This is an optimization exercise on Yosys and OpenROAD, whose aim is small area and a short achievable clock period, not a production implementation.
Only simulation tests tie the RTL to the original design; equivalence was not proved.

Setup of the baseline:
==> flow/design.v <==
package mdu_pkg;
    typedef enum logic [2:0] {
        OP_MULT  = 3'd0,
        OP_MULTU = 3'd1,
        OP_DIV   = 3'd2,
        OP_DIVU  = 3'd3,
        OP_MTHI  = 3'd4,
        OP_MTLO  = 3'd5,
        OP_NONE  = 3'd7
    } mdu_op_e;
    localparam int DEF_MULT_CYCLES = 5;
    localparam int DEF_DIV_CYCLES  = 10;
endpackage
module mdu_arith
#(
    parameter int LO   = 0,
    parameter int HI   = 35,
    parameter int MOFF = 0,
    parameter int DOFF = 3,
    parameter int TOP  = 35,    
    parameter int F    = 6,     
    parameter int BLK  = 7      
) (
    input  logic [HI:LO] x,
    input  logic [32:0]  m,
    input  logic         one,
    input  logic         two,
    input  logic         dv,
    input  logic         neg,
    output logic [HI:LO] s
);
    localparam int W  = HI - LO + 1;
    localparam int T  = HI - LO;                   
    localparam int NB = (T - F + BLK) / BLK;       
    logic [W-1:0] xv, yv, sv, gv, tv;
    logic [W:0]   c;
    logic [NB:0]  cb;                              
    function automatic logic mbit(input logic [32:0] v, input int i);
        if (i < 0)       mbit = 1'b0;
        else if (i > 32) mbit = v[32];
        else             mbit = v[i];
    endfunction
    assign xv = x;
    assign s  = sv;
    for (genvar f = LO; f <= HI; f++) begin : g_op
        assign yv[f-LO] = neg ^ ((one & mbit(m, f - MOFF)) | (two & mbit(m, f - MOFF - 1)) |
                                 (dv & mbit(m, f - DOFF)));
    end
    assign gv = xv & yv;
    assign tv = xv | yv;
    for (genvar b = 0; b < NB - 1; b++) begin : g_blk
        localparam int B0 = F + b * BLK;
        localparam int B1 = B0 + BLK - 1;
        logic gb, pb;
        always_comb begin
            gb = 1'b0;
            pb = 1'b1;
            for (int i = B0; i <= B1; i++) begin
                gb = gv[i] | (tv[i] & gb);
                pb = pb & tv[i];
            end
        end
        assign cb[b+1] = gb | (pb & cb[b]);
    end
    assign c[0] = neg;
    for (genvar i = 0; i < W; i++) begin : g_fa
        assign sv[i] = xv[i] ^ (yv[i] ^ c[i]);
        if (i + 1 >= F && i + 1 < F + NB * BLK && i + 1 <= T && ((i + 1 - F) % BLK) == 0) begin : g_cb
            if (i + 1 == F) begin : g_first
                assign cb[0] = (xv[i] & yv[i]) | (xv[i] & c[i]) | (yv[i] & c[i]);
            end
            assign c[i+1] = cb[(i + 1 - F) / BLK];
        end else begin : g_c
            assign c[i+1] = (xv[i] & yv[i]) | (xv[i] & c[i]) | (yv[i] & c[i]);
        end
    end
endmodule
module mdu_ctrl
(
    input  logic        clk,
    input  logic        reset,
    input  logic        start,
    input  logic [2:0]  op,
    input  logic        we,
    input  logic [31:0] in1,
    input  logic [31:0] in2,
    output logic        busy,
    output logic [31:0] hi,
    output logic [31:0] lo
);
    logic        busy_q;      
    logic        idle_q;      
    logic [3:0]  cnt_q;
    logic [31:0] hi_q, lo_q;
    logic        mul_q;       
    logic        sgn_q;       
    logic        sa_q;        
    logic        bp_q;        
    logic [31:0] a_q;         
    logic [36:0] x_q;         
    logic [31:0] d_q;         
    logic [32:0] m;
    logic        sb;
    logic        first, last;
    logic [35:0] x1, s1;      
    logic [36:2] x2, s2;      
    logic [38:1] x3, s3;      
    logic [40:0] x4, s4;      
    logic        one1, one2, one3, one4;
    logic        two1, two2, two3, two4;
    logic        dv1, dv2, dv3, dv4;
    logic        neg1, neg2, neg3, neg4;
    logic        g1, g2, g3, g4;    
    logic        accept;
    logic        commit;
    logic        div0;
    logic        nq, nr;
    logic [31:0] a_neg;
    logic [31:0] r_fix;
    logic [31:0] r_res;
    assign m     = {sgn_q & d_q[31], d_q};
    assign sb    = sgn_q & d_q[31];
    assign first = (cnt_q == 4'd0);
    assign last  = mul_q ? (cnt_q == 4'd4) : (cnt_q == 4'd9);
    function automatic logic [2:0] booth(input logic b2, input logic b1, input logic b0);
        booth = {b1 ^ b0, (b2 & ~b1 & ~b0) | (~b2 & b1 & b0), b2 & ~(b1 & b0)};
    endfunction
    assign x1 = {x_q[35:4], mul_q ? x_q[3:0] : a_q[31:28]};
    assign x2 = {s1[35], s1[35:2]};
    assign x3 = {{2{s2[36]}}, s2[36:2], s1[1]};
    assign x4 = {{2{s3[38]}}, s3[38:1], s1[0]};
    assign g1 = ~s1[35];
    assign g2 = ~s2[34];
    assign g3 = ~s3[33];
    assign g4 = ~s4[32];
    always_comb begin
        {one1, two1, dv1, neg1} = 4'b0000;
        {one2, two2, dv2, neg2} = 4'b0000;
        {one3, two3, dv3, neg3} = 4'b0000;
        {one4, two4, dv4, neg4} = 4'b0000;
        if (mul_q) begin
            if (last) begin
                one1 = ~sgn_q & bp_q;
            end else begin
                {one1, two1, neg1} = booth(a_q[1], a_q[0], bp_q);
                {one2, two2, neg2} = booth(a_q[3], a_q[2], a_q[1]);
                {one3, two3, neg3} = booth(a_q[5], a_q[4], a_q[3]);
                {one4, two4, neg4} = booth(a_q[7], a_q[6], a_q[5]);
            end
        end else begin
            if (last) begin
                one3 = x_q[36];
                neg3 = sb;
            end else begin
                dv1 = 1'b1; neg1 = ~x_q[36] ^ sb;
                dv2 = 1'b1; neg2 = g1 ^ sb;
                dv3 = 1'b1; neg3 = g2 ^ sb;
                dv4 = 1'b1; neg4 = g3 ^ sb;
            end
        end
    end
    mdu_arith #(.LO(0), .HI(35), .MOFF(0), .DOFF(3), .TOP(35)) u_s1 (.x(x1), .m(m), .one(one1), .two(two1), .dv(dv1), .neg(neg1), .s(s1));
    mdu_arith #(.LO(2), .HI(36), .MOFF(2), .DOFF(2), .TOP(34)) u_s2 (.x(x2), .m(m), .one(one2), .two(two2), .dv(dv2), .neg(neg2), .s(s2));
    mdu_arith #(.LO(1), .HI(38), .MOFF(4), .DOFF(1), .TOP(33)) u_s3 (.x(x3), .m(m), .one(one3), .two(two3), .dv(dv3), .neg(neg3), .s(s3));
    mdu_arith #(.LO(0), .HI(40), .MOFF(6), .DOFF(0), .TOP(32)) u_s4 (.x(x4), .m(m), .one(one4), .two(two4), .dv(dv4), .neg(neg4), .s(s4));
    function automatic logic [31:0] cneg(input logic [31:0] v, input logic n);
        logic t;
        t = 1'b0;
        for (int i = 0; i < 32; i++) begin
            cneg[i] = v[i] ^ t;
            t = t | (n & v[i]);
        end
    endfunction
    assign nq    = first ? (sgn_q & a_q[31]) : (!mul_q && (sa_q ^ sb));
    assign a_neg = cneg(a_q, nq);
    assign nr    = !mul_q && sa_q;
    assign r_fix = cneg(s3[35:4], nr);
    assign r_res = mul_q ? {s3[31:1], s1[0]} : r_fix;
    assign accept = idle_q && start && (op[2] == 1'b0);
    assign div0   = !mul_q && (d_q == 32'd0);
    assign commit = !idle_q && last && !div0;
    always_ff @(posedge clk or posedge reset) begin
        if (reset) begin
            busy_q <= 1'b0;
            idle_q <= 1'b1;
            cnt_q  <= 4'd0;
            hi_q   <= 32'd0;
            lo_q   <= 32'd0;
        end else begin
            if (!idle_q) begin
                busy_q <= !last;
                idle_q <= last;
                cnt_q  <= cnt_q + 4'd1;
            end else begin
                busy_q <= accept;
                idle_q <= !accept;
                cnt_q  <= 4'd0;
            end
            if (commit) begin
                hi_q <= r_res;
                lo_q <= a_neg;
            end else if (idle_q && !start && we) begin
                if (op == mdu_pkg::OP_MTHI) hi_q <= in1;
                if (op == mdu_pkg::OP_MTLO) lo_q <= in1;
            end
        end
    end
    always_ff @(posedge clk) begin
        if (idle_q) begin
            mul_q <= !op[1];
            sgn_q <= !op[0];
            bp_q  <= 1'b0;
            a_q   <= in1;
            x_q   <= 37'd0;
            d_q   <= in2;
        end else if (mul_q) begin
            bp_q <= a_q[7];
            a_q  <= {s4[7:0], a_q[31:8]};
            x_q  <= {{4{s4[40]}}, s4[40:8]};
        end else if (first) begin
            sa_q <= sgn_q & a_q[31];
            a_q  <= a_neg;
        end else begin
            a_q  <= {a_q[27:0], g1, g2, g3, g4};
            x_q  <= {s4[32:0], 4'd0};
        end
    end
    assign busy = busy_q;
    assign hi   = hi_q;
    assign lo   = lo_q;
endmodule
Settings: LEC_CHECK=0, ABC_AREA=1, CAP_MARGIN=20, CORE_MARGIN=2, CORE_UTILIZATION=40, CTS_CLUSTER_DIAMETER=300, CTS_CLUSTER_SIZE=60, SLEW_MARGIN=70; clock period 150.0 ns.
standard.sh (not shown) runs the stock make flow with config.mk's settings and CLKGATE_MAP_FILE= SYNTH_SCRIPT=/design/flow/synth_recipe.tcl, a recipe that flattens the netlist after the stock synthesis.
==> flow/flow/run.sh <==
#!/bin/bash
# Standard layout with two changes: the port buffers use the smallest plain
# buffer, and ABC's area script maps with &nf and leaves buffering to the
# placer. The ORFS scripts folder is mirrored with links, and only
# abc_area.script is replaced.
set -e
mkdir -p scripts
for f in "$FLOW_HOME"/scripts/*; do ln -sf "$f" scripts/; done
rm -f scripts/abc_area.script
cp flow/abc_area.script scripts/abc_area.script
export BUFFER_PORTS_ARGS="-buffer_cell sky130_fd_sc_hd__buf_1"
bash standard.sh SCRIPTS_DIR="$PWD/scripts" finish > standard.log 2>&1
==> flow/flow/abc_area.script <==
strash
&get -n
&dch
&nf -R 20
&put
topo
stime -c
upsize -c
dnsize -c
The baseline was carried through to the last stage, and its layout satisfied the timing, design-rule and antenna checks.
Modified inputs, the candidate compared to the baseline
==> flow/flow/run.sh <==
#!/bin/bash
# Standard layout, but the port buffers use the smallest plain buffer.
set -e
export BUFFER_PORTS_ARGS="-buffer_cell sky130_fd_sc_hd__buf_1"
bash standard.sh > standard.log 2>&1
--- a/flow/config.mk
+++ b/flow/config.mk
@@ -12,2 +11,0 @@
-export CTS_CLUSTER_DIAMETER = 300
-export CTS_CLUSTER_SIZE = 60
removed: flow/flow/abc_area.script
Findings:
Worst hold slack: the candidate better than the baseline. The baseline → the candidate: number of clock buffer instances in the layout closely matched the old numbers; die area went up 9.0%. Diff the baseline and the candidate: area share of buffers outside the clock network lower in the candidate. As of the candidate, design area had risen by a few percent compared to the baseline. In the flow results for the baseline and the candidate, the vias per cell is smaller on the candidate. CTS H-tree depth: the candidate vs the baseline identical.

========
## job 8654
RTL: the design.v shown in full above, as it stands there.
export LEC_CHECK = 0
export ABC_AREA = 1
export CAP_MARGIN = 20
export CORE_MARGIN = 2
export CORE_UTILIZATION = 40
export SLEW_MARGIN = 55
create_clock -name core_clock -period 150.0 [get_ports {clk}]
==> flow/flow/run.sh <==
#!/bin/bash
# Standard layout with two changes: the port buffers use the smallest plain
# buffer, and ABC's area script maps with &nf and leaves buffering to the
# placer. The ORFS scripts folder is mirrored with links, and only
# abc_area.script is replaced.
set -e
mkdir -p scripts
for f in "$FLOW_HOME"/scripts/*; do ln -sf "$f" scripts/; done
rm -f scripts/abc_area.script
cp flow/abc_area.script scripts/abc_area.script
export BUFFER_PORTS_ARGS="-buffer_cell sky130_fd_sc_hd__buf_1"
bash standard.sh SCRIPTS_DIR="$PWD/scripts" finish > standard.log 2>&1
==> flow/flow/abc_area.script <==
strash
&get -n
&dch
&nf -R 20
&put
topo
stime -c
upsize -c
dnsize -c
Modified inputs, job 6742 compared to job 8654
- changing SLEW_MARGIN from 55 to 70
- setting CTS_CLUSTER_SIZE to 40 for the first time
- setting CTS_CLUSTER_DIAMETER to 150 for the first time
Findings:
- Diff job 8654 -> job 6742 | final cell count | up slightly
- Re met2 routed wirelength: job 6742 is 0.77% down on job 8654.
- Re via count of the routed design: job 6742 is 0.68% up on job 8654.
- Compared with job 8654, in job 6742 worst setup slack went up 68 ps.
### job 6742 -> job 2237
- a deleted CTS_CLUSTER_DIAMETER that had been 150
- a change of SLEW_MARGIN from 70 to 78
- a deleted CTS_CLUSTER_SIZE that had been 40
Results
Data arrival time at the worst-slack endpoint, job 2237 and job 6742: lower on job 6742. Job 2237 against job 6742: number of stages on the worst setup path went up by 7; global-route usage over all layers went up by 0.58 points; post-synthesis mux area share was more or less identical.
Edits applied to the flow inputs when going from job 2237 to job 2394:
- changing SLEW_MARGIN from 78 to 42
## What came out
Compared with job 2237, job 2394 degrades fmax.
NOTE total wire length job 2237->job 2394 decreased by a few percent

========
Another version of the RTL of mdu_ctrl (not shown whole).
Size in the first run: ~1,500 cells after synthesis, roughly 180 flip-flops, roughly 140 I/O pins.
==> flow/design.v (excerpt) <==
module mdu_ctrl
(
    input  logic        clk,
    input  logic        reset,
    input  logic        start,
    input  logic [2:0]  op,
    input  logic        we,
    input  logic [31:0] in1,
    input  logic [31:0] in2,
    output logic        busy,
    output logic [31:0] hi,
    output logic [31:0] lo
);
Settings: LEC_CHECK=0, ABC_AREA=1, CAP_MARGIN=20, CORE_MARGIN=2, CORE_UTILIZATION=40, SLEW_MARGIN=30; clock period 150.0 ns.
==> flow/flow/run.sh <==
#!/bin/bash
# The standard layout (standard.sh, the ORFS flow), with these changes:
#  - synthesis: ABC's area script is replaced by flow/abc_area.script (&nf
#    mapping, no ABC buffering; the placer buffers). The ORFS scripts folder
#    is mirrored here with links so that only abc_area.script differs.
#  - synthesis: module mdu_wdec (the MTHI/MTLO select decode of the control
#    inputs) is kept apart while ABC maps, so that this short path from the
#    inputs is mapped on its own; the netlist is flattened afterwards as usual.
#  - placement: every port still gets a buffer, the smallest plain one (buf_1).
#  - CTS: no dummy loads.
# Each tool's output is in standard.log and in orfs/logs.
set -e
mkdir -p scripts
for f in "$FLOW_HOME"/scripts/*; do ln -sf "$f" scripts/; done
rm -f scripts/abc_area.script
cp flow/abc_area.script scripts/abc_area.script
export BUFFER_PORTS_ARGS="-buffer_cell sky130_fd_sc_hd__buf_1"
bash standard.sh SCRIPTS_DIR="$PWD/scripts" SYNTH_KEEP_MODULES=mdu_wdec \
  CTS_ARGS="-sink_clustering_enable -repair_clock_nets -dont_use_dummy_load" \
  finish > standard.log 2>&1
Scripts as last shown in full above: flow/flow/abc_area.script
The baseline ran to the end with no violations.
Next try:
--- a/flow/flow/run.sh
+++ b/flow/flow/run.sh
@@ -7,4 +7,6 @@
 #    inputs) is kept apart while ABC maps, so that this short path from the
 #    inputs is mapped on its own; the netlist is flattened afterwards as usual.
+#  - synthesis: no ABC pass inside yosys synth (-noabc), so full adders are
+#    extracted from the RTL's own gate structure.
 #  - placement: every port still gets a buffer, the smallest plain one (buf_1).
 #  - CTS: no dummy loads.
@@ -16,5 +18,5 @@
 cp flow/abc_area.script scripts/abc_area.script
 export BUFFER_PORTS_ARGS="-buffer_cell sky130_fd_sc_hd__buf_1"
-bash standard.sh SCRIPTS_DIR="$PWD/scripts" SYNTH_KEEP_MODULES=mdu_wdec \
+bash standard.sh SCRIPTS_DIR="$PWD/scripts" SYNTH_KEEP_MODULES=mdu_wdec SYNTH_ARGS=-noabc \
   CTS_ARGS="-sink_clustering_enable -repair_clock_nets -dont_use_dummy_load" \
   finish > standard.log 2>&1
Outcome: The changed run completed with no timing, DRC or antenna violations; non-clock buffer count grows by 1; final cell count shrinks by 6.9%; count of clock-buffer cells in the layout does not change; maximum frequency shrinks by 1.2%; design area shrinks by 2.3%.
Next try:
--- a/flow/flow/run.sh
+++ b/flow/flow/run.sh
@@ -7,6 +7,4 @@
 #    inputs) is kept apart while ABC maps, so that this short path from the
 #    inputs is mapped on its own; the netlist is flattened afterwards as usual.
-#  - synthesis: no ABC pass inside yosys synth (-noabc), so full adders are
-#    extracted from the RTL's own gate structure.
 #  - placement: every port still gets a buffer, the smallest plain one (buf_1).
 #  - CTS: no dummy loads.
@@ -18,5 +16,5 @@
 cp flow/abc_area.script scripts/abc_area.script
 export BUFFER_PORTS_ARGS="-buffer_cell sky130_fd_sc_hd__buf_1"
-bash standard.sh SCRIPTS_DIR="$PWD/scripts" SYNTH_KEEP_MODULES=mdu_wdec SYNTH_ARGS=-noabc \
+bash standard.sh SCRIPTS_DIR="$PWD/scripts" SYNTH_KEEP_MODULES=mdu_wdec \
   CTS_ARGS="-sink_clustering_enable -repair_clock_nets -dont_use_dummy_load" \
   finish > standard.log 2>&1
- SLEW_MARGIN: 30 -> 20
Effect: Setup slack improved by 390 ps; cell count increases by 7.4%; global-route usage grows by 0.76 points; synthesized area grows by 2.8%; wire length is higher by 4.9%; worst hold slack improves by 9.6 ps; maximum frequency went up by 1.3%; clock skew falls by 20 ps.

separate check: timing with driven ports:
The flow's constraints put no driver on any port. The routed layouts listed below were extracted and timed again, unchanged, in two steps. Step 1, drivers: a clkbuf_16 drives clk and a buf_2 each remaining input, both assumed. Step 2 times the ports against the registers' clock, not the clock port: input delays grow and output delays shrink by t, the midpoint of the rising clock arrivals with the driver on. Three values: ideal, step 1, step 2; two values: the first two.
| run | t, ns | setup slack, ns | hold slack, ns | worst slew at a driven data input, ns |
|---|---|---|---|---|
| the baseline | 0.528 | 118.957 / 118.900 / 118.543 | 0.459 / 0.459 / 0.459 | 0.05 |
| the candidate | 0.548 | 118.292 / 118.326 / 117.778 | 0.485 / 0.485 / 0.485 | 0.05 |
| job 8654 | 0.526 | 118.889 / 118.889 / 118.503 | 0.467 / 0.467 / 0.467 | 0.05 |
| job 6742 | 0.528 | 118.957 / 118.900 / 118.543 | 0.459 / 0.459 / 0.459 | 0.05 |
| job 2237 | 0.528 | 118.963 / 118.918 / 118.472 | 0.480 / 0.480 / 0.480 | 0.05 |
| job 2394 | 0.527 | 118.019 / 118.019 / 118.019 | 0.462 / 0.462 / 0.462 | 0.05 |
| the first run of note 3 | 0.514 | 118.885 / 118.827 / 118.446 | 0.480 / 0.480 / 0.480 | 0.04 |
| the second run of note 3 | 0.499 | 118.502 / 118.502 / 118.469 | 0.469 / 0.469 / 0.469 | 0.05 |
| the third run of note 3 | 0.505 | 118.891 / 118.835 / 118.460 | 0.478 / 0.478 / 0.478 | 0.05 |
After both steps setup and hold are still met in every run listed. The setup slack of the candidate, which loses most, moves by +0.034 ns with the drivers and by -0.514 ns with both steps.
